This design comes from an exercise in tuning for small area on the open sky130 flow, not from production work. Function was checked by simulation only, so behaviour that the tests miss may differ from the original. Power and IR drop assume default switching activity.

==> v6 <==
==> flow/design.v <==
module id_stage #(
    parameter logic [31:0] NOP_INSTR = 32'h00000000
) (
    input  logic        clk,
    input  logic        rst_n,
    input  logic        if_valid,
    input  logic [31:0] if_instr,
    output logic        if_ready,
    output logic        ex_valid,
    input  logic        ex_ready,
    output logic [31:0] ex_instr,
    output logic [31:0] ex_gr1,
    output logic [31:0] ex_gr2,
    input  logic        flush,
    input  logic        wb_en,
    input  logic [4:0]  wb_addr,
    input  logic [31:0] wb_data
);
    logic [31:0] r_regs [1:31];
    logic [31:0] w_rf   [0:31];
    logic [4:0]  w_rs;
    logic [4:0]  w_rt;
    logic [31:0] w_op1;
    logic [31:0] w_op2;
    logic        w_accept;
    logic        r_ex_valid;
    logic [31:0] r_ex_instr;
    logic [31:0] r_ex_gr1;
    logic [31:0] r_ex_gr2;
    assign w_rf[0] = '0;
    genvar gi;
    generate
        for (gi = 1; gi < 32; gi++) begin : g_rf
            always_ff @(posedge clk or negedge rst_n) begin
                if (!rst_n) begin
                    r_regs[gi] <= '0;
                end else if (wb_en && (wb_addr == 5'(gi))) begin
                    r_regs[gi] <= wb_data;
                end
            end
            assign w_rf[gi] = r_regs[gi];
        end
    endgenerate
    assign w_rs = if_instr[25:21];
    assign w_rt = if_instr[20:16];
    assign w_op1 = w_rf[w_rs];
    assign w_op2 = w_rf[w_rt];
    assign if_ready = !flush && (!r_ex_valid || ex_ready);
    assign w_accept = if_valid && if_ready;
    always_ff @(posedge clk or negedge rst_n) begin
        if (!rst_n) begin
            r_ex_valid <= 1'b0;
            r_ex_instr <= NOP_INSTR;
            r_ex_gr1   <= '0;
            r_ex_gr2   <= '0;
        end else if (flush) begin
            r_ex_valid <= 1'b0;
            r_ex_instr <= NOP_INSTR;
            r_ex_gr1   <= '0;
            r_ex_gr2   <= '0;
        end else if (w_accept) begin
            r_ex_valid <= 1'b1;
            r_ex_instr <= if_instr;
            r_ex_gr1   <= w_op1;
            r_ex_gr2   <= w_op2;
        end else if (ex_ready) begin
            r_ex_valid <= 1'b0;
        end
    end
    assign ex_valid = r_ex_valid;
    assign ex_instr = r_ex_instr;
    assign ex_gr1   = r_ex_gr1;
    assign ex_gr2   = r_ex_gr2;
endmodule
==> flow/run.sh <==
#!/bin/bash
# synth_recipe.tcl (not shown) runs the flow's synth.tcl, then flattens the netlist and writes it again
# the make line also repeats each setting of config.mk as NAME=value (left out here)
make -C /OpenROAD-flow-scripts/flow DESIGN_CONFIG=/design/flow/config.mk WORK_HOME=/design/flow/orfs CLKGATE_MAP_FILE= SYNTH_SCRIPT=/design/flow/synth_recipe.tcl finish
==> flow/config.mk <==
export PLATFORM = sky130hd
export DESIGN_NAME = id_stage
export DESIGN_NICKNAME = id_stage
export VERILOG_FILES = /design/flow/design.v
export SDC_FILE = /design/flow/constraint.sdc
export NUM_CORES = 4
export LEC_CHECK = 0
export CAP_MARGIN = 20
export CORE_MARGIN = 2
export CORE_UTILIZATION = 30
export SLEW_MARGIN = 20
==> flow/constraint.sdc <==
create_clock -name core_clock -period 5.0 [get_ports {clk}]
set_input_delay 1.0000 -clock core_clock [delete_from_list [all_inputs] [get_ports {clk}]]
set_output_delay 1.0000 -clock core_clock [all_outputs]
set_load 0.01 [all_outputs]
==> v11: changes against v6 <==
==> flow/design.v, changed modules only <==
module id_stage_rf_wmux (
    input  logic        wen,
    input  logic        keep,
    input  logic [31:0] d,
    input  logic [31:0] q,
    output logic [31:0] y
);
    assign y = ({32{wen}} & d) | ({32{keep}} & q);
endmodule
module id_stage_rf_ao3 (
    input  logic [2:0] sel,
    input  logic [2:0] d,
    output logic       y_n
);
    assign y_n = !(|(sel & d));
endmodule
module id_stage_rf_ao2 (
    input  logic [1:0] sel,
    input  logic [1:0] d,
    output logic       y_n
);
    assign y_n = !(|(sel & d));
endmodule
module id_stage_rf_or11 (
    input  logic [10:0] a_n,
    output logic        y
);
    assign y = !(&a_n);
endmodule
module id_stage_rf_rbit (
    input  logic [31:0] sel,
    input  logic [31:0] d,
    output logic        y
);
    logic [10:0] w_g_n;
    genvar gk;
    generate
        for (gk = 0; gk < 10; gk++) begin : g_ao3
            id_stage_rf_ao3 u_ao3 (.sel(sel[3*gk +: 3]), .d(d[3*gk +: 3]), .y_n(w_g_n[gk]));
        end
    endgenerate
    id_stage_rf_ao2 u_ao2 (.sel(sel[31:30]), .d(d[31:30]), .y_n(w_g_n[10]));
    id_stage_rf_or11 u_or (.a_n(w_g_n), .y(w_d));
    logic w_d;
    assign y = w_d;
endmodule
module id_stage #(
    parameter logic [31:0] NOP_INSTR = 32'h00000000
) (
    input  logic        clk,
    input  logic        rst_n,
    input  logic        if_valid,
    input  logic [31:0] if_instr,
    output logic        if_ready,
    output logic        ex_valid,
    input  logic        ex_ready,
    output logic [31:0] ex_instr,
    output logic [31:0] ex_gr1,
    output logic [31:0] ex_gr2,
    input  logic        flush,
    input  logic        wb_en,
    input  logic [4:0]  wb_addr,
    input  logic [31:0] wb_data
);
    logic [31:0] r_regs [1:31];
    logic [31:0] w_next [1:31];
    logic [31:1] r_wr;
    logic [31:1] w_wen;
    logic [31:0] w_sel1;
    logic [31:0] w_sel2;
    logic [4:0]  w_rs;
    logic [4:0]  w_rt;
    logic        w_accept;
    logic        w_hold;
    logic [31:0] w_d1;
    logic [31:0] w_d2;
    logic [31:0] w_instr;
    logic        r_ex_valid;
    logic [31:0] r_ex_instr;
    logic [31:0] r_ex_gr1;
    logic [31:0] r_ex_gr2;
    assign w_rs = if_instr[25:21];
    assign w_rt = if_instr[20:16];
    assign if_ready = !flush && (!r_ex_valid || ex_ready);
    assign w_accept = if_valid && if_ready;
    assign w_hold   = !flush && !w_accept;
    assign w_sel1[0] = w_hold;
    assign w_sel2[0] = w_hold;
    genvar gi, gj;
    generate
        for (gi = 1; gi < 32; gi++) begin : g_rf
            assign w_wen[gi]  = wb_en && (wb_addr == 5'(gi));
            assign w_sel1[gi] = w_accept && r_wr[gi] && (w_rs == 5'(gi));
            assign w_sel2[gi] = w_accept && r_wr[gi] && (w_rt == 5'(gi));
            id_stage_rf_wmux u_wmux (
                .wen(w_wen[gi]), .keep(!w_wen[gi]), .d(wb_data), .q(r_regs[gi]), .y(w_next[gi])
            );
            always_ff @(posedge clk) begin
                r_regs[gi] <= w_next[gi];
            end
            always_ff @(posedge clk or negedge rst_n) begin
                if (!rst_n)          r_wr[gi] <= 1'b0;
                else if (w_wen[gi])  r_wr[gi] <= 1'b1;
            end
        end
        for (gj = 0; gj < 32; gj++) begin : g_rd
            logic [31:0] w_col1;
            logic [31:0] w_col2;
            assign w_col1[0] = r_ex_gr1[gj];
            assign w_col2[0] = r_ex_gr2[gj];
            for (gi = 1; gi < 32; gi++) begin : g_col
                assign w_col1[gi] = r_regs[gi][gj];
                assign w_col2[gi] = r_regs[gi][gj];
            end
            id_stage_rf_rbit u_rd1 (.sel(w_sel1), .d(w_col1), .y(w_d1[gj]));
            id_stage_rf_rbit u_rd2 (.sel(w_sel2), .d(w_col2), .y(w_d2[gj]));
        end
    endgenerate
    id_stage_rf_wmux u_imux (
        .wen(w_accept), .keep(w_hold), .d(if_instr), .q(r_ex_instr), .y(w_instr)
    );
    always_ff @(posedge clk or negedge rst_n) begin
        if (!rst_n) begin
            r_ex_valid <= 1'b0;
            r_ex_instr <= NOP_INSTR;
            r_ex_gr1   <= '0;
            r_ex_gr2   <= '0;
        end else begin
            r_ex_gr1 <= w_d1;
            r_ex_gr2 <= w_d2;
            r_ex_instr <= w_instr | ({32{flush}} & NOP_INSTR);
            if (flush) begin
                r_ex_valid <= 1'b0;
            end else if (w_accept) begin
                r_ex_valid <= 1'b1;
            end else if (ex_ready) begin
                r_ex_valid <= 1'b0;
            end
        end
    end
    assign ex_valid = r_ex_valid;
    assign ex_instr = r_ex_instr;
    assign ex_gr1   = r_ex_gr1;
    assign ex_gr2   = r_ex_gr2;
endmodule
- CORE_UTILIZATION: 30 -> 40
- CTS_BUF_LIST: not set -> sky130_fd_sc_hd__clkbuf_4
- SYNTH_HIERARCHICAL: not set -> 1
- SYNTH_MINIMUM_KEEP_SIZE: not set -> 0
==> comparison <==
Of v11 and v6, v6 has the higher wire length (gap about 19%, measured against v6). Sequential power is about the same in v11 and v6. Between v6 and v11, the lower core utilization is in v6 (gap 12 points). Die area: v11 is smaller than v6 (37%). Of v11 and v6, v6 has the higher cell count (gap 18%, measured against v6). Between v6 and v11, the lower design area is in v11 (gap 20%, measured against v11). Between v11 and v6, the lower first-iteration DRC count is in v6 (gap 25%, measured against v6).

---

==> inputs of yarrow <==
Another version of the RTL of id_stage (not shown whole).
==> module id_stage_rf_rbit, before the edit <==
module id_stage_rf_rbit (
    input  logic [31:0] sel,
    input  logic [31:0] d,
    output logic        y
);
    assign y = |(sel & d);
endmodule
==> module id_stage, before the edit <==
module id_stage #(
    parameter logic [31:0] NOP_INSTR = 32'h00000000
) (
    input  logic        clk,
    input  logic        rst_n,
    input  logic        if_valid,
    input  logic [31:0] if_instr,
    output logic        if_ready,
    output logic        ex_valid,
    input  logic        ex_ready,
    output logic [31:0] ex_instr,
    output logic [31:0] ex_gr1,
    output logic [31:0] ex_gr2,
    input  logic        flush,
    input  logic        wb_en,
    input  logic [4:0]  wb_addr,
    input  logic [31:0] wb_data
);
    logic [31:0] r_regs [1:31];
    logic [31:0] w_next [1:31];
    logic [31:1] r_wr;
    logic [31:1] w_wen;
    logic [31:0] w_sel1;
    logic [31:0] w_sel2;
    logic [4:0]  w_rs;
    logic [4:0]  w_rt;
    logic        w_accept;
    logic        w_hold;
    logic [31:0] w_d1;
    logic [31:0] w_d2;
    logic        r_ex_valid;
    logic [31:0] r_ex_instr;
    logic [31:0] r_ex_gr1;
    logic [31:0] r_ex_gr2;
    assign w_rs = if_instr[25:21];
    assign w_rt = if_instr[20:16];
    assign if_ready = !flush && (!r_ex_valid || ex_ready);
    assign w_accept = if_valid && if_ready;
    assign w_hold   = !flush && !w_accept;
    assign w_sel1[0] = w_hold;
    assign w_sel2[0] = w_hold;
    genvar gi, gj;
    generate
        for (gi = 1; gi < 32; gi++) begin : g_rf
            assign w_wen[gi]  = wb_en && (wb_addr == 5'(gi));
            assign w_sel1[gi] = w_accept && r_wr[gi] && (w_rs == 5'(gi));
            assign w_sel2[gi] = w_accept && r_wr[gi] && (w_rt == 5'(gi));
            id_stage_rf_wmux u_wmux (
                .wen(w_wen[gi]), .keep(!w_wen[gi]), .d(wb_data), .q(r_regs[gi]), .y(w_next[gi])
            );
            always_ff @(posedge clk) begin
                r_regs[gi] <= w_next[gi];
            end
            always_ff @(posedge clk or negedge rst_n) begin
                if (!rst_n)          r_wr[gi] <= 1'b0;
                else if (w_wen[gi])  r_wr[gi] <= 1'b1;
            end
        end
        for (gj = 0; gj < 32; gj++) begin : g_rd
            logic [31:0] w_col1;
            logic [31:0] w_col2;
            assign w_col1[0] = r_ex_gr1[gj];
            assign w_col2[0] = r_ex_gr2[gj];
            for (gi = 1; gi < 32; gi++) begin : g_col
                assign w_col1[gi] = r_regs[gi][gj];
                assign w_col2[gi] = r_regs[gi][gj];
            end
            id_stage_rf_rbit u_rd1 (.sel(w_sel1), .d(w_col1), .y(w_d1[gj]));
            id_stage_rf_rbit u_rd2 (.sel(w_sel2), .d(w_col2), .y(w_d2[gj]));
        end
    endgenerate
    always_ff @(posedge clk or negedge rst_n) begin
        if (!rst_n) begin
            r_ex_valid <= 1'b0;
            r_ex_instr <= NOP_INSTR;
            r_ex_gr1   <= '0;
            r_ex_gr2   <= '0;
        end else begin
            r_ex_gr1 <= w_d1;
            r_ex_gr2 <= w_d2;
            if (flush) begin
                r_ex_valid <= 1'b0;
                r_ex_instr <= NOP_INSTR;
            end else if (w_accept) begin
                r_ex_valid <= 1'b1;
                r_ex_instr <= if_instr;
            end else if (ex_ready) begin
                r_ex_valid <= 1'b0;
            end
        end
    end
    assign ex_valid = r_ex_valid;
    assign ex_instr = r_ex_instr;
    assign ex_gr1   = r_ex_gr1;
    assign ex_gr2   = r_ex_gr2;
endmodule
make LEC_CHECK=0 CAP_MARGIN=20 CORE_MARGIN=2 CORE_UTILIZATION=30 SLEW_MARGIN=20 SYNTH_HIERARCHICAL=1 SYNTH_MINIMUM_KEEP_SIZE=0 finish   # period 5.0 ns
run.sh (not shown) runs the stock make flow with config.mk's settings and CLKGATE_MAP_FILE= SYNTH_SCRIPT=/design/flow/synth_recipe.tcl, a recipe that flattens the netlist after the stock synthesis.
==> ember: changes against yarrow <==
--- a/flow/design.v
+++ b/flow/design.v
@@ -8,4 +8,24 @@
     assign y = ({32{wen}} & d) | ({32{keep}} & q);
 endmodule
+module id_stage_rf_ao3 (
+    input  logic [2:0] sel,
+    input  logic [2:0] d,
+    output logic       y_n
+);
+    assign y_n = !(|(sel & d));
+endmodule
+module id_stage_rf_ao2 (
+    input  logic [1:0] sel,
+    input  logic [1:0] d,
+    output logic       y_n
+);
+    assign y_n = !(|(sel & d));
+endmodule
+module id_stage_rf_or11 (
+    input  logic [10:0] a_n,
+    output logic        y
+);
+    assign y = !(&a_n);
+endmodule
 module id_stage_rf_rbit (
     input  logic [31:0] sel,
@@ -13,5 +33,15 @@
     output logic        y
 );
-    assign y = |(sel & d);
+    logic [10:0] w_g_n;
+    genvar gk;
+    generate
+        for (gk = 0; gk < 10; gk++) begin : g_ao3
+            id_stage_rf_ao3 u_ao3 (.sel(sel[3*gk +: 3]), .d(d[3*gk +: 3]), .y_n(w_g_n[gk]));
+        end
+    endgenerate
+    id_stage_rf_ao2 u_ao2 (.sel(sel[31:30]), .d(d[31:30]), .y_n(w_g_n[10]));
+    id_stage_rf_or11 u_or (.a_n(w_g_n), .y(w_d));
+    logic w_d;
+    assign y = w_d;
 endmodule
 module id_stage #(
@@ -45,4 +75,5 @@
     logic [31:0] w_d1;
     logic [31:0] w_d2;
+    logic [31:0] w_instr;
     logic        r_ex_valid;
     logic [31:0] r_ex_instr;
@@ -86,4 +117,7 @@
         end
     endgenerate
+    id_stage_rf_wmux u_imux (
+        .wen(w_accept), .keep(w_hold), .d(if_instr), .q(r_ex_instr), .y(w_instr)
+    );
     always_ff @(posedge clk or negedge rst_n) begin
         if (!rst_n) begin
@@ -95,10 +129,9 @@
             r_ex_gr1 <= w_d1;
             r_ex_gr2 <= w_d2;
+            r_ex_instr <= w_instr | ({32{flush}} & NOP_INSTR);
             if (flush) begin
                 r_ex_valid <= 1'b0;
-                r_ex_instr <= NOP_INSTR;
             end else if (w_accept) begin
                 r_ex_valid <= 1'b1;
-                r_ex_instr <= if_instr;
             end else if (ex_ready) begin
                 r_ex_valid <= 1'b0;
==> flow/flow/run.sh (new file) <==
#!/bin/bash
set -o pipefail
export BUFFER_PORTS_ARGS="-buffer_cell sky130_fd_sc_hd__buf_1"
export CTS_ARGS="-sink_clustering_enable -repair_clock_nets -dont_use_dummy_load -buf_list sky130_fd_sc_hd__clkbuf_8 -sink_clustering_size 14 -sink_clustering_max_diameter 70"
bash standard.sh finish > standard.log 2>&1
==> flow/standard.sh (new file) <==
#!/bin/bash
# synth_recipe.tcl (not shown) runs the flow's synth.tcl, then flattens the netlist and writes it again
# the make line also repeats each setting of config.mk as NAME=value (left out here)
make -C /OpenROAD-flow-scripts/flow DESIGN_CONFIG=/design/flow/config.mk WORK_HOME=/design/flow/orfs CLKGATE_MAP_FILE= SYNTH_SCRIPT=/design/flow/synth_recipe.tcl "${@:-finish}"
- CORE_UTILIZATION: 30 -> 60
- PLACE_DENSITY: not set -> 0.7
removed: flow/run.sh
==> notes.md <==
- Of yarrow and ember, ember has the higher first-iteration DRC count (gap about 34%, measured against ember).
- In yarrow the via count is higher than in ember, by 0.83%.
- Hold slack: ember is lower than yarrow (6.8 ps).
- In combinational power, yarrow and ember hardly differ.
- In yarrow the synthesized area is larger than in ember, by 2.1%.
- Sequential cell count is the same in ember and yarrow.
- Between yarrow and ember, the lower critical path depth is in ember (gap 2).
- Against ember, the design area of yarrow is larger by 12%.
- Sequential share of layout area: yarrow is lower than ember (5.3 points).
==> figures <==
item                                                                                    ember                   yarrow
Met1 layer usage reported by global route                                               0.601                    0.340
M1 WL                                                                                67300 um                 82700 um
Number of clock buffers inserted by TritonCTS                                              90                      116
Net Count, Synth                                                                         3720                     4033
Maximum fanout encountered on the critical timing path                                     25                       23
Critical path buffer and inverter count                                                     2                        3
Fraction of final layout cells with drive strength greater than 1                       0.132                    0.145
Origin of the worst setup path                                                   if_instr[23]                    flush
Clock insertion delay at the later pin of the skew report                              790 ps                   780 ps
Result of the run                                                     complete, no violations  complete, no violations
Wire length of the first global-routing pass                                        274000 um                303000 um
Switching part of the total power                                                       0.288                    0.266
Clock Network Area Fraction                                                            0.0259                   0.0749
Net total in the final layout                                                            3874                     4253
Count of plain and timing-repair buffers in the layout                                    341                      334
Count of placed standard cells in the final layout, fillers left out                     4771                     6326
Well-Tap Cells                                                                            969                     2044
CTS clock-pin slew for the worst setup and hold paths                                   90 ps                    70 ps
Synthesized-area fraction occupied by and/or/nand/nor cells                            0.0674                   0.0750

[afterwards: timing with drivers on the ports]
In the flow no input, the clock included, has a driving cell. The finished layouts below were timed again as built, in two steps.
Step 1: set_driving_cell puts a clkbuf_16 on clk and a buf_2 on each other input, an assumption about the parent block.
Step 2 moves the port delays by t, midway between the first and last clock arrival at a register: inputs arrive t later, outputs are due t later. That takes back most of the time a late clock gives input paths.
a / b / c = ideal ports / drivers / drivers and shift; a / b = the first two.
| run | t (ns) | setup WS [ns] | slew at the worst register clock pin (ns) |
|---|---|---|---|
| v6 | 0.853 | 1.505 / 1.452 / 0.598 | 0.07 / 0.07 |
| v11 | 1.238 | 1.341 / 1.275 / 0.642 | 0.08 / 0.08 |
| yarrow | 0.829 | 1.362 / 1.422 / 0.593 | 0.07 / 0.07 |
| ember | 0.806 | 1.270 / 1.301 / 0.494 | 0.10 / 0.10 |
After both steps every run listed still meets setup and hold. The setup slack of v6, which loses most, moves by -0.053 ns with the drivers and by -0.907 ns with both steps.
